Source: an optimization exercise on an open RTL-to-GDS flow (aim: small area, a short achievable clock period and few clock cycles). Production flows keep margins and buffers that such runs may drop. Where RTL was checked, it was by simulation tests only, not by an equivalence proof against the original. Function not checked in runs 4 and 5: the RTL went through the layout flow alone. Power figures rest on the tool's default switching activity, not on a simulated workload.

$ cat flow/config.mk
export PLATFORM = sky130hd
export DESIGN_NAME = mdu_iter
export DESIGN_NICKNAME = mdu_iter
export VERILOG_FILES = /design/flow/design.v
export SDC_FILE = /design/flow/constraint.sdc
export NUM_CORES = 4
export LEC_CHECK = 0
export CAP_MARGIN = 20
export CORE_MARGIN = 2
export CORE_UTILIZATION = 40
export SLEW_MARGIN = 20
$ cat flow/constraint.sdc
create_clock -name core_clock -period 10.0 [get_ports {clk}]
set_input_delay 2.0000 -clock core_clock [delete_from_list [all_inputs] [get_ports {clk}]]
set_output_delay 2.0000 -clock core_clock [all_outputs]
set_load 0.01 [all_outputs]
$ cat flow/design.v
module mdu_lzc64 (
  input  logic [63:0] t,
  output logic [6:0]  n     
);
  logic [31:0]      z1;
  logic [31:0]      c1;
  logic [15:0]      z2;
  logic [15:0][1:0] c2;
  logic [7:0]       z3;
  logic [7:0][2:0]  c3;
  logic [3:0]       z4;
  logic [3:0][3:0]  c4;
  logic [1:0]       z5;
  logic [1:0][4:0]  c5;
  always_comb begin
    for (int i = 0; i < 32; i++) begin
      z1[i] = ~t[2*i+1] & ~t[2*i];
      c1[i] = ~t[2*i+1];
    end
    for (int i = 0; i < 16; i++) begin
      z2[i] = z1[2*i+1] & z1[2*i];
      c2[i] = z1[2*i+1] ? {1'b1, c1[2*i]} : {1'b0, c1[2*i+1]};
    end
    for (int i = 0; i < 8; i++) begin
      z3[i] = z2[2*i+1] & z2[2*i];
      c3[i] = z2[2*i+1] ? {1'b1, c2[2*i]} : {1'b0, c2[2*i+1]};
    end
    for (int i = 0; i < 4; i++) begin
      z4[i] = z3[2*i+1] & z3[2*i];
      c4[i] = z3[2*i+1] ? {1'b1, c3[2*i]} : {1'b0, c3[2*i+1]};
    end
    for (int i = 0; i < 2; i++) begin
      z5[i] = z4[2*i+1] & z4[2*i];
      c5[i] = z4[2*i+1] ? {1'b1, c4[2*i]} : {1'b0, c4[2*i+1]};
    end
    if (z5[1] & z5[0]) n = 7'd64;
    else               n = z5[1] ? {2'b01, c5[0]} : {2'b00, c5[1]};
  end
endmodule
module mdu_iter #(
  parameter int XLEN = 64
) (
  input  logic            clk,
  input  logic            resetn,
  input  logic            in_valid,
  output logic            in_ready,
  input  logic [2:0]      op,
  input  logic            is_word,
  input  logic [XLEN-1:0] a,
  input  logic [XLEN-1:0] b,
  input  logic            flush,
  output logic            out_valid,
  input  logic            out_ready,
  output logic [XLEN-1:0] result
);
  localparam logic [1:0] M_MUL = 2'd0, M_DIV = 2'd1, M_FIN = 2'd2;
  logic        c_valid, c_mul, c_word, c_hi, c_rem, c_sa, c_sb, c_nega, c_bz;
  logic [63:0] ca, cb;
  logic [6:0]  c_la, c_lb;
  logic        c_prep, p_swap;       
  logic [6:0]  p_kk;
  logic [5:0]  p_cnt;
  logic         e_busy;
  logic [1:0]   e_mode;
  logic [5:0]   e_cnt;
  logic         e_word, e_hi, e_rem, e_neg;
  logic [127:0] acc;
  logic [65:0]  mq;
  logic [64:0]  xr;
  logic         b_one, b_two, b_neg;    
  logic        accept;
  logic        i_mul, i_sgna, i_sgnb, i_sa, i_sb;
  logic [63:0] xa, xb;
  logic [6:0]  i_la, i_lb;
  always_comb begin
    i_mul  = ~op[2];
    i_sgna = i_mul ? (op[1:0] != 2'd3) : ~op[0];
    i_sgnb = i_mul ? ~op[1] : ~op[0];
    if (is_word) begin
      i_sgna = i_mul | ~op[0];
      i_sgnb = i_mul | ~op[0];
    end
    xa   = is_word ? {{32{i_sgna & a[31]}}, a[31:0]} : a;
    xb   = is_word ? {{32{i_sgnb & b[31]}}, b[31:0]} : b;
    i_sa = i_sgna & xa[63];
    i_sb = i_sgnb & xb[63];
  end
  mdu_lzc64 u_lza (.t(xa ^ {64{i_sa}}), .n(i_la));
  mdu_lzc64 u_lzb (.t(xb ^ {64{i_sb}}), .n(i_lb));
  logic        c_negcyc, c_ready;
  logic [63:0] na;
  assign c_negcyc = c_valid & ~c_prep;
  assign c_ready  = c_valid & c_prep;
  assign na       = -ca;
  logic [6:0]  lm, dsh, kk;
  logic [7:0]  dd;
  logic [5:0]  mj;
  logic        swap;
  logic [63:0] rin, rot, mhi;
  always_comb begin
    swap = (c_la > c_lb);           
    lm   = swap ? c_la : c_lb;
    mj   = 6'((7'd64 - lm) >> 1);   
    dd   = {1'b0, c_lb} - {7'd0, c_lb[6]} - {1'b0, c_la} + {7'd0, c_sa} + 8'd1;
    dsh  = (dd[7] || dd == 8'd0) ? 7'd1 : dd[6:0];
    kk   = c_mul ? (7'd64 - {mj, 1'b0}) : (7'd64 - dsh);
    rin  = (c_mul && !p_swap) ? cb : ca;
    rot  = rin;
    for (int i = 0; i < 6; i++)
      if (p_kk[i]) rot = (rot << (1 << i)) | (rot >> (64 - (1 << i)));
    for (int i = 0; i < 64; i++)
      mhi[i] = ~p_kk[6] & (7'(i) >= p_kk);
    mq_ld = {(p_kk == 7'd0) ? {2{p_swap ? c_sa : c_sb}} : rot[1:0], rot & mhi};
  end
  logic         last, step, r_free, consume, finish;
  logic [2:0]   bb;
  logic [65:0]  mq_ld;
  logic         p_one, p_two, p_neg;
  logic [67:0]  add_a, sel, pp, sum;
  logic [69:0]  sum_c;
  logic         cout, qbit, ones, zeros;
  logic [59:0]  up, up_i, up_d, up_n;
  logic [127:0] acc_mul;
  logic [63:0]  rem_n, quo_n, res_raw, res_w;
  always_comb begin
    p_one = b_one;
    p_two = b_two;
    p_neg = b_neg;
    case (e_mode)
      M_MUL:   add_a = {acc[65:0], 2'b00};
      M_DIV:   add_a = {3'b000, acc[63:0], mq[63]};
      default: add_a = 68'd0;
    endcase
    sel = p_one ? {{3{xr[64]}}, xr} : p_two ? {{2{xr[64]}}, xr, 1'b0} : 68'd0;
    pp  = p_neg ? ~sel : sel;
    sum_c = {1'b0, add_a, 1'b1} + {1'b0, pp, p_neg};
    sum   = sum_c[68:1];
    cout  = sum_c[69];
    up = acc[125:66];
    up_i = up + 60'd1;
    up_d = up - 60'd1;
    up_n = cout ? (pp[67] ? up : up_i) : (pp[67] ? up_d : up);
    acc_mul = {up_n, sum};
    qbit  = ~sum[67];
    rem_n = qbit ? sum[63:0] : {acc[62:0], mq[63]};
    quo_n = {mq[62:0], qbit};
    case (e_mode)
      M_MUL:   res_raw = e_hi ? acc_mul[127:64] : acc_mul[63:0];
      M_DIV:   res_raw = e_rem ? rem_n : quo_n;
      default: res_raw = sum[63:0];
    endcase
    res_w = e_word ? {{32{res_raw[31]}}, res_raw[31:0]} : res_raw;
  end
  function automatic logic [2:0] booth(input logic [2:0] t);
    booth = {t[1] ^ t[0], (t == 3'b100) | (t == 3'b011), t[2] & ~(t[1] & t[0])};
  endfunction
  logic div_neg;
  assign div_neg = (e_mode == M_DIV) & e_neg;
  assign last    = e_busy & (e_cnt == 6'd0) & ~div_neg;
  assign step    = e_busy & ~last;
  assign r_free  = ~out_valid | out_ready;
  assign finish  = last & r_free;
  assign consume = c_ready & (~e_busy | finish);
  assign accept  = in_valid & in_ready;
  logic c_valid_d, c_ready_d, e_busy_d, last_d, out_valid_d;
  always_comb begin
    c_valid_d = accept | (c_valid & ~consume);
    c_ready_d = ~accept & c_valid & ~consume;
    e_busy_d  = consume | (e_busy & ~finish);
    last_d    = ~consume & e_busy & ~finish &
                (last | ((e_cnt == 6'd1) & ~div_neg) | ((e_cnt == 6'd0) & div_neg));
    out_valid_d = finish | (out_valid & ~out_ready);
  end
  always_ff @(posedge clk or negedge resetn) begin
    if (!resetn) begin
      c_prep    <= 1'b0;
      c_valid   <= 1'b0;
      e_busy    <= 1'b0;
      out_valid <= 1'b0;
      in_ready  <= 1'b1;
    end else if (flush) begin
      c_prep    <= 1'b0;
      c_valid   <= 1'b0;
      e_busy    <= 1'b0;
      out_valid <= 1'b0;
      in_ready  <= 1'b1;
    end else begin
      c_valid   <= c_valid_d;
      e_busy    <= e_busy_d;
      out_valid <= out_valid_d;
      in_ready  <= ~c_valid_d | (c_ready_d & (~e_busy_d | (last_d & ~out_valid_d)));
      if (accept)        c_prep <= 1'b0;
      else if (c_valid)  c_prep <= 1'b1;
    end
  end
  always_ff @(posedge clk) begin
    if (accept) begin
      ca     <= xa;
      cb     <= xb;
      c_la   <= i_la;
      c_lb   <= i_lb;
      c_mul  <= i_mul;
      c_word <= is_word;
      c_hi   <= ~is_word & (op[1:0] != 2'd0);
      c_rem  <= op[1];
      c_sa   <= i_sa;
      c_sb   <= i_sb;
      c_nega <= ~i_mul & i_sa;
      c_bz   <= (xb == 64'd0);
    end else if (c_negcyc) begin
      if (c_nega & ~c_bz) ca <= na;
      p_kk   <= kk;
      p_swap <= swap;
      p_cnt  <= c_mul ? mj : 6'(dsh - 7'd1);
    end
    if (consume) begin
      e_word <= c_word;
      e_hi   <= c_hi;
      e_rem  <= c_rem;
      if (c_mul) begin
        e_mode     <= M_MUL;
        e_cnt      <= p_cnt;
        acc        <= '0;
        mq         <= mq_ld;
        {b_one, b_two, b_neg} <= booth(mq_ld[65:63]);
        xr         <= p_swap ? {c_sb, cb} : {c_sa, ca};
        e_neg      <= 1'b0;
      end else if (c_bz) begin
        e_mode     <= M_FIN;
        e_cnt      <= 6'd0;
        xr         <= {1'b0, c_rem ? ca : {64{1'b1}}};
        e_neg      <= 1'b0;
        {b_one, b_two, b_neg} <= 3'b100;
      end else begin
        e_mode     <= M_DIV;
        e_cnt      <= p_cnt;
        acc[63:0]  <= rot & ~mhi;
        mq[63:0]   <= rot & mhi;
        xr         <= {c_sb, cb};
        {b_one, b_two, b_neg} <= {2'b10, ~c_sb};
        e_neg      <= c_rem ? c_sa : (c_sa ^ c_sb);
      end
    end else if (step) begin
      case (e_mode)
        M_MUL: begin
          acc   <= acc_mul;
          mq    <= {mq[63:0], 2'b00};
          {b_one, b_two, b_neg} <= booth(mq[63:61]);
          e_cnt <= e_cnt - 6'd1;
        end
        M_DIV: begin
          acc[63:0] <= rem_n;
          mq[63:0]  <= quo_n;
          if (e_cnt == 6'd0) begin
            xr     <= {1'b0, e_rem ? rem_n : quo_n};
            e_mode <= M_FIN;
            {b_one, b_two, b_neg} <= 3'b101;
          end else begin
            e_cnt <= e_cnt - 6'd1;
          end
        end
        default: ;
      endcase
    end
    if (finish) result <= res_w;
  end
endmodule
$ cat flow/run.sh
#!/bin/bash
# synth_recipe.tcl (not shown) runs the flow's synth.tcl, then flattens the netlist and writes it again
# the make line also repeats each setting of config.mk as NAME=value (left out here)
make -C /OpenROAD-flow-scripts/flow DESIGN_CONFIG=/design/flow/config.mk WORK_HOME=/design/flow/orfs CLKGATE_MAP_FILE= SYNTH_SCRIPT=/design/flow/synth_recipe.tcl finish
==> results.tsv, run 1 <==
metric	value	unit
GRT Total Usage	30.8	%
VDD IR-drop max	0.159	mV
Avg Inst Size Synth	8.81	µm²
asr flop ratio synth	0.994	%
area leader, netlist	edfxtp_1	
DRT iter0 DRCs	5112	
Final period util	75.5	%
clk latency of the worst-skew pair	740	ps
Top delay family on crit path	simple AND/OR/NAND/NOR gates	
Ys Warns	2	
worst-margin pin slew	1510	ps
area share of the largest cell type after synthesis	34.1	%
synthesized flop and latch total	503	
Startpoint Class	flip-flop	
pwr dens	137	nW/µm²
fin worst setup slack	2450	ps
R2R setup slack	2450	ps
Post-synth EDFFs	498	
Power Internal	4350	µW
fin. max-slew vios	2	
cts-stage hold buffer count	0	
Via density	6.37	
CTS clk-pin slew, worst paths	60	ps
power share of the clock group	34.0	%
Initial DRT Pass Iterations	6	
reg2reg end	result[63]$_DFFE_PP_	
Final Hold Fails	0	
first-pass GRT wire length	258000	µm
Detail Route Antenna Nets	0	
GP Congestion	1.02	
CP max stage cell	nand2b_1	
Lkg Pwr	0.0186	µW
Crit path top cell by count	o21ai_0	
RSZ-0062 raised after global routing	no	
critical path depth	15	
CP max stage delay	860	ps
combinational power share	28.6	%
Synth Area in Compound Gates	20.6	%
Switch Pwr	2390	µW
CTS tree	built	
library cells used by synthesis	90	
violated checks	max-capacitance violations, max-slew violations	
WP data required	10350	ps
syn nets	5216	
switching share of total power	35.5	%
I/O pin cnt	203	
final wirelength	179000	µm
gr ovfl total	0	
pre-CTS WS	2540	ps
# port buffers	202	
setup TNS	0	ps
main combinational cell family by area after synthesis	compound AO/OA/AOI/OAI gates	
worst hold slack	429	ps
share of post-route cells with drive strength above 1	5.58	%
Initial Util	40.3	%
CP endpoint	result[63]$_DFFE_PP_	
post-synthesis mux area share	15.6	%
register area share after synthesis	34.4	%
R2R cell count	15	
mapped cell area	43800	µm²
Worst Setup SP	b_one$_DFFE_PP_	
CP Capture Type	flip-flop	
clock root cell	clkbuf_16	
Hold Path Class	reg2reg	
vias in the first global route	37700	
Worst Clk Skew	72.8	ps
Core Footprint	109000	µm²
max_cap viols	1	
Post CTS Setup Buffer Count	0	
fillers	10700	
Arrival @ worst endpoint	7900	ps
Wirelength per Cell	27.9	µm
Synth Flop Type	edfxtp_1	
Synth Area in Adders	3.08	%
cell row count	121	
CTS Sinks	503	
min cycle time layout	7550	ps
Bufs and invs on worst path	2	
Post-Syn Instances	4974	
status	finished with violations	
fin nets	5209	
fmax	132	MHz
Vias	41000	
r2r startpoint	b_one$_DFFE_PP_	
Post-route DRC	0	
Post-Synth Simple-Gate Area	16.7	%
worst rel slew slack	-1.18	%
H-tree depth	2	
xor/xnor share of the synthesized area	5.26	%
P&R area growth vs syn	12.2	%
CTS Buf Count	60	
crit-path cells	buf_4 > o21ai_0 > xor2_1 > inv_2 > ha_1 > nand3_1 > or3_1 > or4_1 > a21o_1 > a21oi_1 > or2_2 > o221ai_1 > a221oi_1 > nand2b_1 > o21ai_0	
chip width	335	µm
die area	112000	µm²
final setup violating endpoints	0	
CP Class	reg2reg	
Die Ht	335	µm
CP Max Fanout	55	
cts repair resizes	0	
initial antenna violation count	4	
Synth area leaders	edfxtp_1 34%, mux2i_1 15%, a21oi_1 4.4%, nor2_1 4.0%, nand2_1 3.6%	
DP HPWL	139000	µm
sequential share of power	37.5	%
largest net degree at the start of global routing	165	
CTS max path bufs	3	
## Yosys cell counts, drive strengths merged, types with 11 or more instances
cell type and instances:
o21bai 11, nand4 50, nand2 422, o221ai 26, o211ai 41, nand3 109
o21ai 256, a2111oi 38, o22ai 80, and3 48, nor4 45, or4 16
o32ai 66, inv 126, nand2b 24, a21oi 388, nor3b 17, a31oi 81
nor3 116, mux2i 672, nor2b 42, a22oi 69, o21a 19, ha 100
xor2 83, a41oi 28, edfxtp 498, nor2 466, o211a 11, or2 25
a221oi 20, xnor2 180, a211o 14, o31ai 29, clkbuf 277, or3 54
a21o 71, and2 71, buf 93, a211oi 40
## sequential cells by signal, summed over array words and instances (netlist names), 2 cells and up
register,count
e_cnt,6
ca,64
result,64
c_la,7
acc,126
mq,64
p_cnt,6
cb,64
c_lb,7
p_kk,7
xr,65
e_mode,2
## metal layers
metal  global-route usage, %  share of wire (%)
met4                    12.5                4.6
met5                       0              0.023
met3                    4.80                9.0
met1                    43.6                 43
met2                    46.7                 43
## area by class of cell
| cell class | instances | area, µm² | share of cell area (%) |
|---|---|---|---|
| multi-input combinational | 3974 | 27000 | 54.9 |
| sequential | 503 | 15100 | 30.7 |
| timing repair buffer | 301 | 2810 | 5.71 |
| tap | 1414 | 1770 | 3.60 |
| clock buffer | 73 | 1550 | 3.15 |
| inverter | 127 | 487 | 0.990 |
| clock inverter | 39 | 463 | 0.942 |
| antenna | 2 | 5.00 | 0.0102 |
## cells in the final DEF, fill, tap and decap left out, types with 17 or more instances in the layout
master | netlist | layout
mux2i_1 | 672 | 672
edfxtp_1 | 498 | 498
nor2_1 | 463 | 457
nand2_1 | 422 | 418
a21oi_1 | 388 | 388
o21ai_0 | 250 | 246
clkdlybuf4s50_1 | 0 | 201
xnor2_1 | 180 | 180
inv_1 | 125 | 122
nor3_1 | 113 | 113
nand3_1 | 108 | 107
ha_1 | 100 | 100
buf_4 | 2 | 96
xor2_1 | 83 | 83
a31oi_1 | 81 | 81
o22ai_1 | 79 | 79
and2_1 | 71 | 71
a21o_1 | 71 | 71
a22oi_1 | 69 | 69
o32ai_1 | 65 | 65
clkbuf_16 | 0 | 60
or3_1 | 52 | 52
nand4_1 | 50 | 50
and3_1 | 48 | 47
nor4_1 | 43 | 43
o211ai_1 | 41 | 41
a211oi_1 | 40 | 40
nor2b_1 | 42 | 39
o31ai_1 | 29 | 29
a41oi_1 | 28 | 28
a2111oi_0 | 38 | 27
o221ai_1 | 26 | 26
or2_2 | 24 | 25
nand2b_1 | 24 | 24
a221oi_1 | 20 | 20
o21a_1 | 19 | 18
nor3b_1 | 17 | 17
## power by group through the flow
stage	clock [µW]	combinational (µW)	sequential, µW
final	2290	1930	2530
after floorplan	0	1210	2520
after detailed placement	0	1860	2570
after global routing	2380	2030	2540
after global placement	0	1850	2570
after CTS	2310	1870	2520
## how the worst min path moves through the flow
stage / from / cells after the start / to / slack [ps]
after CTS: c_word$_DFFE_PP_ / 0 / e_word$_DFFE_PP_ / 440
after floorplan: c_hi$_DFFE_PP_ / 0 / e_hi$_DFFE_PP_ / 400
after global placement: c_word$_DFFE_PP_ / 0 / e_word$_DFFE_PP_ / 410
after global routing: c_word$_DFFE_PP_ / 0 / e_word$_DFFE_PP_ / 440
after detailed placement: c_word$_DFFE_PP_ / 0 / e_word$_DFFE_PP_ / 420
final: c_word$_DFFE_PP_ / 0 / e_word$_DFFE_PP_ / 430
## worst reg2reg max path, cell delays in order, from the launching register on
cell and delay [ps]:
edfxtp_1 830, buf_4 570, o21ai_0 210, xor2_1 680
inv_2 290, ha_1 480, nand3_1 130, or3_1 420
or4_1 620, a21o_1 200, a21oi_1 240, or2_2 530
o221ai_1 370, a221oi_1 500, nand2b_1 860, o21ai_0 290
## logic make-up (layout without fill, tap and decap cells)
group                      after synthesis  after routing
buffers and inverters                  497            540
and+or+nand+nor                       1536           1536
AOI/OAI and AO/OA                     1389           1389
DFF                                    503            503
muxes                                  681            681
other                                    0              2
xor gates and xnor gates               263            263
adders and majority gates              105            105
## per-stage QoR
step / cells / util [%] / cell area, µm² / power, µW
final: 6433 / 45.2 / 49200 / 6750
after global routing: 6431 / 45.2 / 49200 / 6950
after CTS: 6430 / 45.2 / 49100 / 6710
after detailed placement: 6318 / 43.3 / 47100 / 4430
after global placement: 6318 / 43.3 / 47100 / 4420
after floorplan: 4974 / - / 43800 / 3730
Testbench counts, summed over its fixed seeds: cycles 94,693.
==> run 2, diff against run 1 <==
--- a/flow/config.mk
+++ b/flow/config.mk
@@ -8,4 +8,5 @@
 export CAP_MARGIN = 20
 export CORE_MARGIN = 2
 export CORE_UTILIZATION = 40
+export SETUP_SLACK_MARGIN = 5
 export SLEW_MARGIN = 20
==> results.tsv, run 2 <==
metric	value	unit	change
VDD IR-drop max	0.117	mV	-26%
synthesized flop and latch total	503		unchanged
ant diodes	0		-2
die area	112000	µm²	unchanged
fmax	199	MHz	+50%
R2R setup slack	4980	ps	+2530 ps
Avg Inst Size Synth	8.81	µm²	unchanged
clock root cell	clkbuf_16		
DP HPWL	140000	µm	+0.59%
chip width	335	µm	unchanged
Core Footprint	109000	µm²	unchanged
worst rel slew slack	23.4	%	+25 points
CP Max Fanout	18		-67%
commonest cells in the netlist	672 x mux2i_1, 498 x edfxtp_1, 463 x nor2_1		
Post-synth EDFFs	498		unchanged
cts-stage hold buffer count	0		unchanged
Lkg Pwr	0.0196	µW	+5.3%
Detail Route Antenna Nets	0		unchanged
RSZ-0062 raised after global routing	yes		
Final Hold Fails	0		unchanged
library cells used by synthesis	90		unchanged
reg2reg end	result[6]$_DFFE_PP_		
CTS Buf Count	66		+10%
first-pass GRT wire length	266000	µm	+3.2%
final wirelength	187000	µm	+4.3%
GP Congestion	1.02		+0.42%
fin. max-slew vios	0		-2
Min-Delay Path Depth	0		unchanged
CTS max path bufs	3		unchanged
vias in the first global route	38400		+1.9%
leading cell type in the layout, fill and taps excluded	mux2i_1		
CTS Sinks	503		unchanged
Worst Setup SP	b_one$_DFFE_PP_		
gr ovfl total	0		unchanged
largest net degree at the start of global routing	151		-8.5%
Initial Util	40.3	%	unchanged
pwr dens	133	nW/µm²	-3.3%
CP Capture Type	flip-flop		
R2R cell count	19		+4
worst-margin pin slew	1150	ps	-367 ps
status	timing/DRC/antenna clean		
P&R area growth vs syn	18.7	%	
Synth Flop Type	edfxtp_1		
GRT Total Usage	31.9	%	+1.1 points
Arrival @ worst endpoint	5350	ps	-2550 ps
WP data required	10330	ps	-20 ps
placed insts	6314		-0.063%
fillers	10500		-1.8%
CP Class	reg2reg		
Initial DRT Pass Iterations	6		unchanged
CP endpoint	result[6]$_DFFE_PP_		
most frequent cell after synthesis	mux2i_1		
initial antenna violation count	6		+2
area leader, netlist	edfxtp_1		
most frequent cells in the layout	664 x mux2i_1, 498 x edfxtp_1, 446 x nor2_1, 413 x nand2_1, 361 x a21oi_1		
Ys Warns	2		unchanged
CTS clk-pin slew, worst paths	60	ps	about the same
Post-Syn Instances	4974		unchanged
Reg with most FFs	acc		
final setup violating endpoints	0		unchanged
clk latency of the worst-skew pair	660	ps	-80 ps
final std cells w/o fill	6543		+1.7%
register area share after synthesis	34.4	%	unchanged
mapped cell area	43800	µm²	unchanged
max_cap viols	0		-1
fin nets	5322		+2.2%
Synth area leaders	edfxtp_1 34%, mux2i_1 15%, a21oi_1 4.4%, nor2_1 4.0%, nand2_1 3.6%		
CTS tree	built		
area share of the largest cell type after synthesis	34.1	%	unchanged
Via density	6.39		+0.21%
I/O pin cnt	203		unchanged
Final period util	50.2	%	-25 points
max reg flops	126		unchanged
setup TNS	0	ps	unchanged
Startpoint Class	flip-flop		
Hold Path Class	reg2reg		
min cycle time layout	5020	ps	-2530 ps
Wirelength per Cell	28.6	µm	+2.5%
Die Ht	335	µm	unchanged
syn nets	5216		unchanged
# port buffers	202		unchanged
DRT iter0 DRCs	5156		+0.86%
largest registers	acc: 126 flops, xr: 65 flops		
Post-route DRC	0		unchanged
cell row count	121		unchanged
Final Util	47.8	%	+2.6 points
r2r startpoint	b_one$_DFFE_PP_		
H-tree depth	3		+1
Vias	41800		+1.9%
Worst Clk Skew	29.2	ps	-43.6 ps
asr flop ratio synth	0.994	%	unchanged
share of post-route cells with drive strength above 1	11.8	%	+6.2 points
## run 2: layout make-up
class | count | area, µm² | share of cell area (%)
Clock buffer | 81 | 1770 | 3.41
Clock inverter | 36 | 323 | 0.621
Inverter | 127 | 497 | 0.955
Multi-Input combinational cell | 3979 | 28500 | 54.8
Sequential cell | 503 | 15100 | 29.0
Tap cell | 1414 | 1770 | 3.40
Timing Repair Buffer | 403 | 4070 | 7.82
## run 2: stage by stage
stage / area [µm²] / hold slack, ps / power, µW / setup slack [ps]
2_1_floorplan: 43800 / 400 / 3720 / 5010
3_3_place_gp: 47100 / 414 / 4420 / 3250
3_5_place_dp: 47100 / 418 / 4430 / 3110
4_1_cts: 50800 / 430 / 6830 / 4870
5_1_grt: 52000 / 453 / 7110 / 4890
6_report: 52000 / 426 / 6900 / 4980
## run 2: worst min-delay path by stage
stage	startpoint	endpoint	slack [ps]
after floorplan	c_hi$_DFFE_PP_	e_hi$_DFFE_PP_	400
after CTS	c_word$_DFFE_PP_	e_word$_DFFE_PP_	430
after detailed placement	c_word$_DFFE_PP_	e_word$_DFFE_PP_	420
after global routing	c_word$_DFFE_PP_	e_word$_DFFE_PP_	450
after global placement	c_word$_DFFE_PP_	e_word$_DFFE_PP_	410
final	c_word$_DFFE_PP_	e_word$_DFFE_PP_	430
## run 2: worst max-delay path, cell delays in order, from the launching register on
cell and delay (ps):
edfxtp_1 410, buf_6 150, buf_12 140, buf_12 150, o21ai_4 150, xor2_2 280
inv_4 120, ha_4 320, nand3_1 100, or3_4 410, or4_4 580, a21o_1 220
a21oi_4 220, nor2_4 60, buf_6 140, clkbuf_16 160, nand2_1 60, o21ai_0 110
a211oi_1 750, a221oi_2 140
## run 2: layer usage
metal  track usage [%]  routed length, µm  vias to the layer above  share of wire, %
met1              44.2              79000                    20200                42
met4              12.4               8850                        8               4.7
met5                 0                 51                        -             0.027
li1                  -                  -                    19000                 -
met2              49.7              82900                     2221                44
met3              5.01              16100                      327               8.6
## run 2: kinds of logic after synthesis
group	share of synthesized area, %
AO/OA/AOI/OAI	20.6
XOR/XNOR	5.26
buffers and inverters	4.34
adder cells (fa/ha/maj)	3.08
AND/OR/NAND/NOR	16.7
multiplexers	15.6
flip-flops	34.4
## run 2: power by group
part           switching [µW]  internal [µW]  total, µW
sequential                104           2430       2530
combinational            1330            684       2010
clock                     995           1370       2360
## run 2: what timing repair did
| item | 4_1_cts | 5_1_grt |
|---|---|---|
| pin swaps | 35 | 48 |
| gates cloned | 7 | 8 |
| endpoints found under the setup margin | 271 | 194 |
| buffers inserted | 58 | 39 |
| resized for setup | 204 | 156 |
==> run 3, diff against run 2 <==
--- a/flow/config.mk
+++ b/flow/config.mk
@@ -5,8 +5,9 @@
 export SDC_FILE = /design/flow/constraint.sdc
 export NUM_CORES = 4
 export LEC_CHECK = 0
-export CAP_MARGIN = 20
+export CAP_MARGIN = 30
 export CORE_MARGIN = 2
 export CORE_UTILIZATION = 40
 export SETUP_SLACK_MARGIN = 5
-export SLEW_MARGIN = 20
+export SLEW_MARGIN = 30
+export TNS_END_PERCENT = 5
==> results.tsv, run 3 <==
metric	value	unit	change
status	timing/DRC/antenna clean		
VDD IR-drop max	0.141	mV	+20%
register area share after synthesis	34.4	%	unchanged
leading cell type in the layout, fill and taps excluded	mux2i_1		
final std cells w/o fill	6488		-0.84%
P&R area growth vs syn	16.5	%	
share of post-route cells with drive strength above 1	10.2	%	-1.6 points
Via density	6.43		+0.70%
Ys Warns	2		unchanged
max reg flops	126		unchanged
Power Internal	4320	µW	-3.7%
r2r startpoint	b_one$_DFFE_PP_		
Lkg Pwr	0.0191	µW	-2.5%
final setup violating endpoints	0		unchanged
crit-path cells	buf_6 > nor2b_4 > buf_12 > buf_12 > a22oi_2 > xnor2_1 > ha_1 > nand4_1 > or4_4 > a221oi_4 > o211ai_1 > a21o_1 > a21oi_2 > or2_4 > buf_12 > mux2i_1 > a21oi_2 > o21ai_0 > a21oi_1		
ant diodes	0		unchanged
Post-route DRC	0		unchanged
HP Start	c_word$_DFFE_PP_		
Bufs and invs on worst path	4		-2
commonest cells in the netlist	672 x mux2i_1, 498 x edfxtp_1, 463 x nor2_1		
Core Footprint	109000	µm²	unchanged
library cells used by synthesis	90		unchanged
reg2reg end	result[37]$_DFFE_PP_		
Die Ht	335	µm	unchanged
setup TNS	0	ps	unchanged
Worst Hold Endpoint	e_word$_DFFE_PP_		
power share of the clock group	32.7	%	-1.5 points
Final period util	52.6	%	+2.3 points
Vias	41700		-0.14%
synthesized flop and latch total	503		unchanged
Worst Clk Skew	22.7	ps	-6.47 ps
WP data required	10400	ps	+70 ps
cell row count	121		unchanged
# port buffers	202		unchanged
placed insts	6306		-0.13%
initial antenna violation count	3		-3
area leader, netlist	edfxtp_1		
R2R cell count	19		unchanged
pwr dens	132	nW/µm²	-0.84%
DRT iter0 DRCs	5038		-2.3%
CTS Buf Count	60		-9.1%
CTS tree	built		
mapped cell area	43800	µm²	unchanged
Switch Pwr	2400	µW	-0.82%
final wirelength	184000	µm	-1.7%
fin nets	5270		-0.98%
gr ovfl total	0		unchanged
asr flop ratio synth	0.994	%	unchanged
max_cap viols	0		unchanged
DP HPWL	139000	µm	-0.94%
RSZ-0062 raised after global routing	yes		
Reg with most FFs	acc		
fin. max-slew vios	0		unchanged
fmax	190	MHz	-4.5%
area share of the largest cell type after synthesis	34.1	%	unchanged
Top delay family on crit path	compound AO/OA/AOI/OAI gates		
chip width	335	µm	unchanged
worst-margin pin slew	1090	ps	-60.3 ps
CP max stage delay	580	ps	-170 ps
Detail Route Antenna Nets	0		unchanged
Crit path top cell by count	buf_12		
die area	112000	µm²	unchanged
R2R setup slack	4740	ps	-230 ps
Synth area leaders	edfxtp_1 34%, mux2i_1 15%, a21oi_1 4.4%, nor2_1 4.0%, nand2_1 3.6%		
fillers	10500		-0.14%
GP Congestion	1.04		+1.6%
GRT Total Usage	31.2	%	-0.67 points
Hold Path Class	reg2reg		
clk latency of the worst-skew pair	710	ps	+50 ps
CP Capture Type	flip-flop		
worst rel slew slack	27.4	%	+4.0 points
Final Hold Fails	0		unchanged
min cycle time layout	5260	ps	+234 ps
Arrival @ worst endpoint	5650	ps	+300 ps
CP Class	reg2reg		
CP max stage cell	or4_4		
CTS clk-pin slew, worst paths	60	ps	about the same
most frequent cell after synthesis	mux2i_1		
CTS Sinks	503		unchanged
switching share of total power	35.8	%	+0.66 points
Avg Inst Size Synth	8.81	µm²	unchanged
Initial DRT Pass Iterations	6		unchanged
vias in the first global route	38200		-0.76%
syn nets	5216		unchanged
Wirelength per Cell	28.3	µm	-0.88%
Synth Flop Type	edfxtp_1		
I/O pin cnt	203		unchanged
fin worst setup slack	4740	ps	-234 ps
CTS max path bufs	3		unchanged
largest registers	acc: 126 flops, xr: 65 flops		
Initial Util	40.3	%	unchanged
Post-Syn Instances	4974		unchanged
CP Max Fanout	29		+11
FF/Latch Area	15100	µm²	unchanged
combinational power share	29.6	%	+0.5 points
Min-Delay Path Depth	0		unchanged
multi-input logic area	28300	µm²	-0.69%
most frequent cells in the layout	663 x mux2i_1, 498 x edfxtp_1, 452 x nor2_1, 413 x nand2_1, 362 x a21oi_1		
first-pass GRT wire length	261000	µm	-1.9%
largest net degree at the start of global routing	156		+3.3%
sequential share of power	37.7	%	+1.0 points
H-tree depth	2		-1
Startpoint Class	flip-flop		
pre-CTS WS	3360	ps	+251 ps
clock root cell	clkbuf_16		
Post-synth EDFFs	498		unchanged
==> run 3: final cells by class <==
type,count,area share [%]
multi-input combinational,3982,55.4
sequential,503,29.5
timing repair buffer,354,6.85
tap,1414,3.47
clock buffer,73,3.08
inverter,127,0.983
clock inverter,35,0.635
==> run 3: power groups by stage <==
stage	combinational, µW	sequential, µW	clock (µW)
final	1990	2530	2200
after global routing	2090	2540	2290
after CTS	1890	2530	2220
after detailed placement	1860	2570	0
after global placement	1850	2570	0
after floorplan	1210	2520	0
==> run 3: worst max path at each step <==
stage,depth (start not counted),end,start,slack (ps)
detailed placement,13,c_lb[0]$_SDFFCE_PP0P_,op[1],3360
global placement,13,c_lb[0]$_SDFFCE_PP0P_,op[1],3430
floorplan,4,ca[10]$_DFFE_PP_,in_valid,4300
finish,19,result[37]$_DFFE_PP_,b_one$_DFFE_PP_,4740
global route,19,result[37]$_DFFE_PP_,b_one$_DFFE_PP_,4750
CTS,16,result[49]$_DFFE_PP_,e_mode[0]$_SDFFCE_PP0P_,4800
==> run 3: metal layers <==
layer  part of all wire [%]  routed length (µm)  vias to the layer above  global-route usage (%)
li1                       -                   -                    18900                       -
met1                     42               78000                    20200                    43.3
met2                     43               79000                     2230                    47.3
met3                    9.1               16800                      371                    5.63
met4                    5.4                9900                        8                    14.0
met5                  0.095                 175                        -                       0
==> run 3: per-stage QoR <==
step	hold slack (ps)	area [µm²]	utilization (%)	power [µW]
global placement	405	47000	43.2	4420
CTS	441	49800	45.8	6640
detailed placement	426	47100	43.3	4430
floorplan	400	43800	-	3720
finish	435	51000	47.0	6720
global route	449	51000	47.0	6920
==> run 3: logic make-up (layout without fill, tap and decap cells) <==
family	after synthesis	in the layout	synth area share (%)
AND/OR/NAND/NOR	1536	1543	16.7
AO/OA/AOI/OAI	1389	1390	20.6
multiplexers	681	681	15.6
flip-flops	503	503	34.4
buffers and inverters	497	589	4.34
XOR/XNOR	263	263	5.26
adder cells (fa/ha/maj)	105	105	3.08
==> run 3: repair_timing <==
item,CTS,global route
setup buffers,22,39
hold endpoints to repair,0,0
hold buffers,0,0
gates cloned,5,7
pin swaps,9,24
resized for setup,113,174
setup endpoints to repair,415,405
==> run 4, diff against run 3 <==
--- a/flow/design.v
+++ b/flow/design.v
@@ -53,11 +53,11 @@
   input  logic            out_ready,
   output logic [XLEN-1:0] result
 );
-  localparam logic [1:0] M_MUL = 2'd0, M_DIV = 2'd1, M_FIN = 2'd2;
+  localparam logic [1:0] M_MUL = 2'd0, M_DIV = 2'd1, M_FIN = 2'd2, M_NDIV = 2'd3;
   logic        c_valid, c_mul, c_word, c_hi, c_rem, c_sa, c_sb, c_nega, c_bz;
   logic [63:0] ca, cb;
   logic [6:0]  c_la, c_lb;
-  logic        c_prep, p_swap;       
+  logic        c_prep, p_swap, p_nar;    
   logic [6:0]  p_kk;
   logic [5:0]  p_cnt;
   logic         e_busy;
@@ -92,6 +92,8 @@
   assign c_negcyc = c_valid & ~c_prep;
   assign c_ready  = c_valid & c_prep;
   assign na       = -ca;
+  logic        nar;
+  logic [5:0]  n3;
   logic [6:0]  lm, dsh, kk;
   logic [7:0]  dd;
   logic [5:0]  mj;
@@ -103,7 +105,9 @@
     mj   = 6'((7'd64 - lm) >> 1);   
     dd   = {1'b0, c_lb} - {7'd0, c_lb[6]} - {1'b0, c_la} + {7'd0, c_sa} + 8'd1;
     dsh  = (dd[7] || dd == 8'd0) ? 7'd1 : dd[6:0];
-    kk   = c_mul ? (7'd64 - {mj, 1'b0}) : (7'd64 - dsh);
+    nar  = ({1'b0, c_lb} - {7'd0, c_lb[6]} >= 8'd48);
+    n3   = 6'((dsh + 7'd1) >> 1);
+    kk   = c_mul ? (7'd64 - {mj, 1'b0}) : nar ? (7'd64 - {n3, 1'b0}) : (7'd64 - dsh);
     rin  = (c_mul && !p_swap) ? cb : ca;
     rot  = rin;
     for (int i = 0; i < 6; i++)
@@ -122,6 +126,9 @@
   logic [59:0]  up, up_i, up_d, up_n;
   logic [127:0] acc_mul;
   logic [63:0]  rem_n, quo_n, res_raw, res_w;
+  logic [17:0]  nd, ns0, ns1;
+  logic [15:0]  nr0, nr1;
+  logic [1:0]   nq;
   always_comb begin
     p_one = b_one;
     p_two = b_two;
@@ -144,8 +151,20 @@
     qbit  = ~sum[67];
     rem_n = qbit ? sum[63:0] : {acc[62:0], mq[63]};
     quo_n = {mq[62:0], qbit};
+    nd  = xr[64] ? xr[17:0] : ~xr[17:0];
+    ns0 = 18'(({1'b0, acc[15:0], mq[63], 1'b1} + {nd, ~xr[64]}) >> 1);
+    nq[1] = ~ns0[17];
+    nr0 = nq[1] ? ns0[15:0] : {acc[14:0], mq[63]};
+    ns1 = 18'(({1'b0, nr0, mq[62], 1'b1} + {nd, ~xr[64]}) >> 1);
+    nq[0] = ~ns1[17];
+    nr1 = nq[0] ? ns1[15:0] : {nr0[14:0], mq[62]};
+    if (e_mode == M_NDIV) begin
+      rem_n = {48'd0, nr1};
+      quo_n = {mq[61:0], nq};
+    end
     case (e_mode)
       M_MUL:   res_raw = e_hi ? acc_mul[127:64] : acc_mul[63:0];
+      M_NDIV,
       M_DIV:   res_raw = e_rem ? rem_n : quo_n;
       default: res_raw = sum[63:0];
     endcase
@@ -155,7 +174,7 @@
     booth = {t[1] ^ t[0], (t == 3'b100) | (t == 3'b011), t[2] & ~(t[1] & t[0])};
   endfunction
   logic div_neg;
-  assign div_neg = (e_mode == M_DIV) & e_neg;
+  assign div_neg = ((e_mode == M_DIV) | (e_mode == M_NDIV)) & e_neg;
   assign last    = e_busy & (e_cnt == 6'd0) & ~div_neg;
   assign step    = e_busy & ~last;
   assign r_free  = ~out_valid | out_ready;
@@ -211,7 +230,8 @@
       if (c_nega & ~c_bz) ca <= na;
       p_kk   <= kk;
       p_swap <= swap;
-      p_cnt  <= c_mul ? mj : 6'(dsh - 7'd1);
+      p_cnt  <= c_mul ? mj : nar ? (n3 - 6'd1) : 6'(dsh - 7'd1);
+      p_nar  <= nar;
     end
     if (consume) begin
       e_word <= c_word;
@@ -232,7 +252,7 @@
         e_neg      <= 1'b0;
         {b_one, b_two, b_neg} <= 3'b100;
       end else begin
-        e_mode     <= M_DIV;
+        e_mode     <= p_nar ? M_NDIV : M_DIV;
         e_cnt      <= p_cnt;
         acc[63:0]  <= rot & ~mhi;
         mq[63:0]   <= rot & mhi;
@@ -248,7 +268,7 @@
           {b_one, b_two, b_neg} <= booth(mq[63:61]);
           e_cnt <= e_cnt - 6'd1;
         end
-        M_DIV: begin
+        M_DIV, M_NDIV: begin
           acc[63:0] <= rem_n;
           mq[63:0]  <= quo_n;
           if (e_cnt == 6'd0) begin
--- a/flow/config.mk
+++ b/flow/config.mk
@@ -10,4 +10,3 @@
 export CORE_UTILIZATION = 40
 export SETUP_SLACK_MARGIN = 5
 export SLEW_MARGIN = 30
-export TNS_END_PERCENT = 5
==> results.tsv, run 4 <==
metric	value	unit	change
Arrival @ worst endpoint	6380	ps	+730 ps
H-tree depth	3		+1
Die Ht	351	µm	+4.8%
fmax	166	MHz	-13%
area share of the largest cell type after synthesis	31.1	%	-3.0 points
R2R setup slack	3990	ps	-750 ps
area leader, netlist	edfxtp_1		
most frequent cells in the layout	503 x nand2_1, 502 x mux2i_1, 499 x edfxtp_1, 413 x nor2_1, 359 x a21oi_1		
Synth area leaders	edfxtp_1 31%, mux2i_1 11%, a21oi_1 4.4%, nand2_1 4.0%, mux4_2 3.9%		
CTS max path bufs	3		unchanged
CP Max Fanout	7		-76%
first-pass GRT wire length	305000	µm	+17%
Worst Clk Skew	39.9	ps	+17.2 ps
max_cap viols	0		unchanged
register area share after synthesis	31.4	%	-3.1 points
status	timing/DRC/antenna clean		
Final Hold Fails	0		unchanged
Startpoint Class	flip-flop		
fin. max-slew vios	0		unchanged
vias in the first global route	43800		+15%
I/O pin cnt	203		unchanged
CTS clk-pin slew, worst paths	60	ps	about the same
Wirelength per Cell	29.6	µm	+4.4%
DP HPWL	159000	µm	+15%
GP Congestion	1.03		-0.27%
Reg with most FFs	acc		
DP Area	51800	µm²	+10%
P&R area growth vs syn	22.8	%	
Avg Inst Size Synth	8.79	µm²	-0.22%
GRT Total Usage	33.5	%	+2.3 points
clk latency of the worst-skew pair	670	ps	-40 ps
fin area	59200	µm²	+16%
Post-synth EDFFs	499		+0.20%
max reg flops	126		unchanged
largest registers	acc: 126 flops, xr: 65 flops		
fin nets	5923		+12%
min cycle time layout	6010	ps	+752 ps
Design Power	7240	µW	+7.8%
Vias	47500		+14%
Final period util	60.1	%	+7.5 points
Lkg Pwr	0.0219	µW	+14%
leading cell type in the layout, fill and taps excluded	nand2_1		
Detail Route Antenna Nets	0		unchanged
Core Footprint	120000	µm²	+10%
Post-Syn Instances	5483		+10%
share of post-route cells with drive strength above 1	18.0	%	+7.8 points
Post-route DRC	0		unchanged
Ys Warns	2		unchanged
worst rel slew slack	23.2	%	-4.2 points
largest net degree at the start of global routing	125		-20%
most frequent cell after synthesis	mux2i_1		
Initial Util	40.3	%	about the same
mapped cell area	48200	µm²	+10%
chip width	351	µm	+4.8%
pwr dens	122	nW/µm²	-7.0%
DRT iter0 DRCs	5933		+18%
final setup violating endpoints	0		unchanged
final wirelength	216000	µm	+18%
cts-stage hold buffer count	0		unchanged
Via density	6.50		+1.0%
RSZ-0062 raised after global routing	yes		
CP Class	reg2reg		
commonest cells in the netlist	524 x mux2i_1, 519 x nand2_1, 499 x edfxtp_1		
WP data required	10370	ps	-30 ps
# port buffers	202		unchanged
CP Capture Type	flip-flop		
setup TNS	0	ps	unchanged
Hold Path Class	reg2reg		
syn nets	5760		+10%
library cells used by synthesis	110		+22%
initial antenna violation count	2		-1
clock root cell	clkbuf_16		
asr flop ratio synth	0.992	%	-0.0020 points
die area	123000	µm²	+9.9%
CTS Sinks	504		+0.20%
Synth Flop Type	edfxtp_1		
Initial DRT Pass Iterations	6		unchanged
VDD IR-drop max	0.111	mV	-22%
gr ovfl total	0		unchanged
CTS Buf Count	68		+13%
synthesized flop and latch total	504		+0.20%
worst-margin pin slew	1150	ps	+65.0 ps
CTS tree	built		
cell row count	127		+5.0%
run 4: changes by cell type after synthesis, sizes merged, moves of 43 or more:
cell and delta:
mux2i -147, nand2 +97, o21ai +68, mux2 +43
o32ai -54, mux4 +84, nor3 +48
run 4: worst paths after layout:
kind | start | end | cells after the start
max in group asynchronous | resetn | in_ready$_DFF_PN1_ | 1
min in group asynchronous | resetn | e_busy$_DFF_PN0_ | 1
hold reg to reg | c_word$_DFFE_PP_ | e_word$_DFFE_PP_ | 0
setup reg to reg | xr[2]$_DFFE_PP_ | result[6]$_DFFE_PP_ | 23
hold / removal | c_word$_DFFE_PP_ | e_word$_DFFE_PP_ | 0
setup / recovery | xr[2]$_DFFE_PP_ | result[6]$_DFFE_PP_ | 23
run 4: critical path, cell delays in order (launching register included):
cell	delay [ps]
edfxtp_1	570
xnor2_4	300
ha_4	250
a21o_1	180
nand2_1	140
or4b_4	490
and2_4	170
a31oi_4	270
xnor2_4	240
mux2_4	360
ha_4	280
nand3_2	60
or3_4	360
a31oi_4	190
o211ai_1	180
buf_4	190
a211oi_4	240
a211oi_4	70
buf_4	150
buf_8	130
buf_16	140
o211ai_1	260
o211ai_1	220
a22o_1	280
run 4: kinds of logic (layout without fill, tap and decap cells):
kind of cell             after synthesis  after routing  synth area share, %
AND/OR/NAND/NOR                     1768           1769                 17.8
AO/OA/AOI/OAI                       1535           1536                 20.8
multiplexers                         661            661                 16.1
buffers and inverters                552            764                 4.50
flip-flops                           504            504                 31.4
XOR/XNOR                             323            323                 5.88
adder cells (fa/ha/maj)              140            140                 3.67
other                                  0              2                    0
run 4: layout make-up:
cell class / instances / area (µm²)
Inverter: 161 / 636
Clock buffer: 87 / 1890
Sequential cell: 504 / 15100
Multi-Input combinational cell: 4429 / 34200
Timing Repair Buffer: 482 / 4980
Fill cell: 11200 / 60500
Antenna cell: 2 / 5.00
Clock inverter: 34 / 335
Tap cell: 1612 / 2020
run 4: stage by stage:
stage | setup WS [ps] | hold WS (ps) | instances | util, %
finish | 3990 | 478 | 7311 | 49.4
global placement | 3300 | 472 | 7001 | 43.2
CTS | 4130 | 475 | 7223 | 47.4
detailed placement | 3230 | 465 | 7001 | 43.3
global route | 3920 | 484 | 7310 | 49.4
floorplan | 4070 | 400 | 5483 | -
run 4: timing repair:
action / 4_1_cts / 5_1_grt
resized for setup: 324 / 339
buffers inserted: 87 / 79
pin swaps: 75 / 84
setup endpoints to repair: 290 / 298
gates cloned: 14 / 6
run 4: routing by layer:
metal	up-vias	routed length, µm	track usage (%)
met3	463	21500	6.77
li1	21200	-	-
met5	-	0	0
met2	2804	92900	50.2
met4	0	12100	15.2
met1	23100	89600	46.4
run 4: where the power goes:
part           switching (µW)  internal (µW)  total (µW)
Sequential                113           2430        2540
Combinational            1390            830        2220
Clock                    1040           1450        2490
==> run 5, diff against run 4 <==
--- a/flow/design.v
+++ b/flow/design.v
@@ -67,6 +67,8 @@
   logic [127:0] acc;
   logic [65:0]  mq;
   logic [64:0]  xr;
+  logic [16:0]  dm1;                    
+  logic [18:0]  dm3;                    
   logic         b_one, b_two, b_neg;    
   logic        accept;
   logic        i_mul, i_sgna, i_sgnb, i_sa, i_sb;
@@ -93,7 +95,8 @@
   assign c_ready  = c_valid & c_prep;
   assign na       = -ca;
   logic        nar;
-  logic [5:0]  n3;
+  logic [5:0]  n2;
+  logic [16:0] dmld;
   logic [6:0]  lm, dsh, kk;
   logic [7:0]  dd;
   logic [5:0]  mj;
@@ -106,14 +109,15 @@
     dd   = {1'b0, c_lb} - {7'd0, c_lb[6]} - {1'b0, c_la} + {7'd0, c_sa} + 8'd1;
     dsh  = (dd[7] || dd == 8'd0) ? 7'd1 : dd[6:0];
     nar  = ({1'b0, c_lb} - {7'd0, c_lb[6]} >= 8'd48);
-    n3   = 6'((dsh + 7'd1) >> 1);
-    kk   = c_mul ? (7'd64 - {mj, 1'b0}) : nar ? (7'd64 - {n3, 1'b0}) : (7'd64 - dsh);
+    n2   = 6'((dsh + 7'd1) >> 1);
+    kk   = c_mul ? (7'd64 - {mj, 1'b0}) : nar ? (7'd64 - {n2, 1'b0}) : (7'd64 - dsh);
     rin  = (c_mul && !p_swap) ? cb : ca;
     rot  = rin;
     for (int i = 0; i < 6; i++)
       if (p_kk[i]) rot = (rot << (1 << i)) | (rot >> (64 - (1 << i)));
     for (int i = 0; i < 64; i++)
       mhi[i] = ~p_kk[6] & (7'(i) >= p_kk);
+    dmld  = c_sb ? 17'(-cb[16:0]) : cb[16:0];
     mq_ld = {(p_kk == 7'd0) ? {2{p_swap ? c_sa : c_sb}} : rot[1:0], rot & mhi};
   end
   logic         last, step, r_free, consume, finish;
@@ -126,9 +130,10 @@
   logic [59:0]  up, up_i, up_d, up_n;
   logic [127:0] acc_mul;
   logic [63:0]  rem_n, quo_n, res_raw, res_w;
-  logic [17:0]  nd, ns0, ns1;
-  logic [15:0]  nr0, nr1;
+  logic [17:0]  nw;
+  logic [19:0]  ns1, ns2, ns3;
   logic [1:0]   nq;
+  logic [15:0]  nr;
   always_comb begin
     p_one = b_one;
     p_two = b_two;
@@ -151,15 +156,21 @@
     qbit  = ~sum[67];
     rem_n = qbit ? sum[63:0] : {acc[62:0], mq[63]};
     quo_n = {mq[62:0], qbit};
-    nd  = xr[64] ? xr[17:0] : ~xr[17:0];
-    ns0 = 18'(({1'b0, acc[15:0], mq[63], 1'b1} + {nd, ~xr[64]}) >> 1);
-    nq[1] = ~ns0[17];
-    nr0 = nq[1] ? ns0[15:0] : {acc[14:0], mq[63]};
-    ns1 = 18'(({1'b0, nr0, mq[62], 1'b1} + {nd, ~xr[64]}) >> 1);
-    nq[0] = ~ns1[17];
-    nr1 = nq[0] ? ns1[15:0] : {nr0[14:0], mq[62]};
+    nw  = {acc[15:0], mq[63:62]};
+    ns1 = 20'(({2'b00, nw, 1'b1} + {~{3'b000, dm1}, 1'b1}) >> 1);
+    ns2 = 20'(({2'b00, nw, 1'b1} + {~{2'b00, dm1, 1'b0}, 1'b1}) >> 1);
+    ns3 = 20'(({2'b00, nw, 1'b1} + {~{1'b0, dm3}, 1'b1}) >> 1);
+    if (!ns3[19]) begin
+      nq = 2'd3; nr = ns3[15:0];
+    end else if (!ns2[19]) begin
+      nq = 2'd2; nr = ns2[15:0];
+    end else if (!ns1[19]) begin
+      nq = 2'd1; nr = ns1[15:0];
+    end else begin
+      nq = 2'd0; nr = nw[15:0];
+    end
     if (e_mode == M_NDIV) begin
-      rem_n = {48'd0, nr1};
+      rem_n = {48'd0, nr};
       quo_n = {mq[61:0], nq};
     end
     case (e_mode)
@@ -230,7 +241,7 @@
       if (c_nega & ~c_bz) ca <= na;
       p_kk   <= kk;
       p_swap <= swap;
-      p_cnt  <= c_mul ? mj : nar ? (n3 - 6'd1) : 6'(dsh - 7'd1);
+      p_cnt  <= c_mul ? mj : nar ? (n2 - 6'd1) : 6'(dsh - 7'd1);
       p_nar  <= nar;
     end
     if (consume) begin
@@ -253,6 +264,8 @@
         {b_one, b_two, b_neg} <= 3'b100;
       end else begin
         e_mode     <= p_nar ? M_NDIV : M_DIV;
+        dm1        <= dmld;
+        dm3        <= {2'b00, dmld} + {1'b0, dmld, 1'b0};
         e_cnt      <= p_cnt;
         acc[63:0]  <= rot & ~mhi;
         mq[63:0]   <= rot & mhi;
==> results.tsv, run 5 <==
metric	value	unit	change
status	timing/DRC/antenna clean		
Die Ht	358	µm	+1.8%
Ys Warns	2		unchanged
Vias	50100		+5.4%
CTS clk-pin slew, worst paths	60	ps	about the same
register area share after synthesis	32.3	%	+0.98 points
fin. max-slew vios	0		unchanged
library cells used by synthesis	102		-7.3%
CTS max path bufs	3		unchanged
pwr dens	130	nW/µm²	+6.5%
most frequent cell after synthesis	mux2i_1		
min cycle time layout	5140	ps	-863 ps
P&R area growth vs syn	21.2	%	
worst-margin pin slew	1100	ps	-53.2 ps
I/O pin cnt	203		unchanged
setup TNS	0	ps	unchanged
GR Util met2	48.1	%	-2.0 points
sequential share of power	34.8	%	-0.3 points
Worst Clk Skew	36.3	ps	-3.58 ps
Post-route DRC	0		unchanged
CTS Sinks	539		+6.9%
WP data required	10420	ps	+50 ps
switching share of total power	36.3	%	+1.3 points
DP HPWL	162000	µm	+1.4%
RSZ-0062 raised after global routing	yes		
ant diodes	0		-2
CP Class	reg2reg		
largest net degree at the start of global routing	105		-16%
GP Congestion	1.08		+4.2%
vias in the first global route	46000		+4.9%
mapped cell area	50000	µm²	+3.7%
CTS Buf Count	69		+1.5%
worst rel slew slack	26.7	%	+3.5 points
Hold Path Class	reg2reg		
CTS tree	built		
Detail Route Antenna Nets	0		unchanged
Lkg Pwr	0.0231	µW	+5.4%
Final Util	49.0	%	-0.49 points
leading cell type in the layout, fill and taps excluded	mux2i_1		
most frequent cells in the layout	647 x mux2i_1, 555 x nand2_1, 534 x edfxtp_1, 456 x nor2_1, 389 x a21oi_1		
combinational power share	32.5	%	+1.9 points
initial antenna violation count	4		+2
Power Internal	5040	µW	+7.0%
commonest cells in the netlist	673 x mux2i_1, 572 x nand2_1, 534 x edfxtp_1		
grt met1 use	45.5	%	-0.91 points
clock root cell	clkbuf_16		
asr flop ratio synth	0.928	%	-0.064 points
share of post-route cells with drive strength above 1	15.2	%	-2.8 points
busiest grt layer	met2		
Avg Inst Size Synth	8.62	µm²	-1.9%
Core Footprint	124000	µm²	+3.5%
Post-Syn Instances	5799		+5.8%
# port buffers	202		unchanged
final wirelength	220000	µm	+1.8%
cell row count	129		+1.6%
Synth Flop Type	edfxtp_1		
Final period util	51.4	%	-8.6 points
Wirelength per Cell	28.7	µm	-3.1%
DRT iter0 DRCs	6377		+7.5%
gr ovfl total	0		unchanged
power share of the clock group	32.7	%	-1.6 points
synthesized flop and latch total	539		+6.9%
Startpoint Class	flip-flop		
Synth area leaders	edfxtp_1 32%, mux2i_1 13%, a21oi_1 4.5%, ha_1 4.4%, nand2_1 4.3%		
worst hold slack	481	ps	+2.76 ps
Final Hold Fails	0		unchanged
area share of the largest cell type after synthesis	32.1	%	+0.99 points
Initial DRT Pass Iterations	9		+3
M3 GR Usage	8.64	%	+1.9 points
Via density	6.52		+0.33%
H-tree depth	3		unchanged
syn nets	6116		+6.2%
area leader, netlist	edfxtp_1		
Arrival @ worst endpoint	5560	ps	-820 ps
final setup violating endpoints	0		unchanged
largest registers	acc: 126 flops, xr: 65 flops		
Initial Util	40.4	%	+0.097 points
CP Max Fanout	37		+30
CP Capture Type	flip-flop		
VDD IR-drop max	0.118	mV	+6.8%
fin nets	6312		+6.6%
max reg flops	126		unchanged
fillers	11700		+4.6%
max_cap viols	0		unchanged
Reg with most FFs	acc		
chip width	358	µm	+1.8%
Switch Pwr	2870	µW	+13%
Post-synth EDFFs	534		+7.0%
clk latency of the worst-skew pair	670	ps	about the same
fmax	194	MHz	+17%
first-pass GRT wire length	313000	µm	+2.8%
die area	128000	µm²	+3.7%
GRT Total Usage	32.9	%	-0.55 points
run 5: changes by cell type after synthesis, moves of 23 or more:
cell      before  now
a21oi_1      424  447
a31oi_1       82  121
and2_1        92   55
buf_2         37   11
edfxtp_1     499  534
ha_1         138  174
inv_1        156  192
mux2i_1      524  673
mux4_2        84    1
nand2_1      519  572
nor2_1       440  486
run 5: repair_timing:
item                       in CTS  in global routing
gates cloned                   13                  3
resized for setup             250                350
hold buffers                    0                  0
setup endpoints to repair     420                231
pin swaps                      85                142
buffers inserted              119                 79
run 5: power by group through the flow:
| stage | logic [µW] | clock network (µW) | registers (µW) |
|---|---|---|---|
| 3_5_place_dp | 2230 | 0 | 2790 |
| 5_1_grt | 2700 | 2670 | 2760 |
| 3_3_place_gp | 2210 | 0 | 2790 |
| 2_1_floorplan | 1490 | 0 | 2720 |
| 6_report | 2570 | 2580 | 2750 |
| 4_1_cts | 2340 | 2590 | 2740 |
run 5: cell type report:
class | instances | area (µm²) | area share, %
Multi-Input combinational cell | 4686 | 34500 | 56.9
Tap cell | 1637 | 2050 | 3.38
Timing Repair inverter | 1 | 8.76 | 0.0145
Inverter | 198 | 773 | 1.28
Sequential cell | 539 | 16200 | 26.7
Clock inverter | 37 | 427 | 0.704
Timing Repair Buffer | 500 | 4870 | 8.03
Clock buffer | 80 | 1810 | 2.99
run 5: kinds of logic after synthesis:
kind of cell / count (synthesis) / share of synthesized area, %
AO/OA/AOI/OAI: 1623 / 21.1
AND/OR/NAND/NOR: 1825 / 17.1
buffers and inverters: 575 / 4.36
multiplexers: 717 / 14.5
XOR/XNOR: 340 / 5.96
adder cells (fa/ha/maj): 180 / 4.60
flip-flops: 539 / 32.3
run 5: through the flow:
stage / std cells / setup WS, ps / power (µW) / instance area, µm²
floorplan: 5799 / 4520 / 4210 / 50100
global placement: 7345 / 3510 / 5000 / 53500
detailed placement: 7346 / 3380 / 5020 / 53500
CTS: 7595 / 4940 / 7680 / 58100
global route: 7678 / 4770 / 8130 / 60600
finish: 7678 / 4860 / 7910 / 60600
run 5: worst paths after layout:
path	cells after the start	from	slack, ps	to
worst max-delay path	14	c_mul$_DFFE_PP_	4860	b_one$_DFFE_PP_
worst min-delay path	0	c_word$_DFFE_PP_	480	e_word$_DFFE_PP_
worst max register to register	14	c_mul$_DFFE_PP_	4860	b_one$_DFFE_PP_
worst min register to register	0	c_word$_DFFE_PP_	480	e_word$_DFFE_PP_
max in group asynchronous	1	resetn	8130	in_ready$_DFF_PN1_
min in group asynchronous	1	resetn	1590	out_valid$_DFF_PN0_
run 5: worst max-delay path, cell delays in order (launching register included):
cell      delay, ps
edfxtp_1        320
buf_4           410
nor2b_4         330
buf_4           180
mux2i_1         600
mux2i_1         230
mux2i_1         400
mux2i_1         230
mux2i_2         420
mux2i_1         230
mux2i_2         580
nor2_1          200
ha_1            340
inv_1            40
a31oi_1         350
run 5: metal layers:
layer / part of all wire, % / wire [µm] / up-vias
li1: - / - / 22200
met1: 41 / 89400 / 24000
met2: 41 / 91300 / 3268
met3: 13 / 27500 / 535
met4: 5.4 / 11800 / 6
met5: 0.021 / 46 / -

## port drivers added, routing unchanged
How much do the figures lean on ideal ports? The routed layouts below were timed once more, with nothing changed but the port constraints. Step 1 assumes that a clkbuf_16 drives the clock port and a buf_2 every other input. Step 2 adds t to the input delays and takes it off the output delays; t is the mean of the earliest and latest rising clock arrival at the registers after step 1. Input paths then give back, and output paths get back, about the clock's delay inside the block. a / b / c = ideal / step 1 / step 2; a / b = the first two.
run	t (ns)	setup slack, ns	worst register clock-pin slew, ns	worst slew at a driven data input, ns
run 1	0.764	2.446 / 2.446 / 2.446	0.07 / 0.07	0.07
run 2	0.714	4.978 / 4.978 / 4.441	0.06 / 0.06	0.07
run 3	0.767	4.744 / 4.744 / 4.294	0.07 / 0.07	0.07
run 4	0.724	3.992 / 3.992 / 3.992	0.06 / 0.06	0.07
run 5	0.734	4.855 / 4.855 / 4.434	0.07 / 0.07	0.09
For run 2, which loses most, drivers alone change the setup slack by 0.000 ns; drivers and shift together by -0.537 ns.
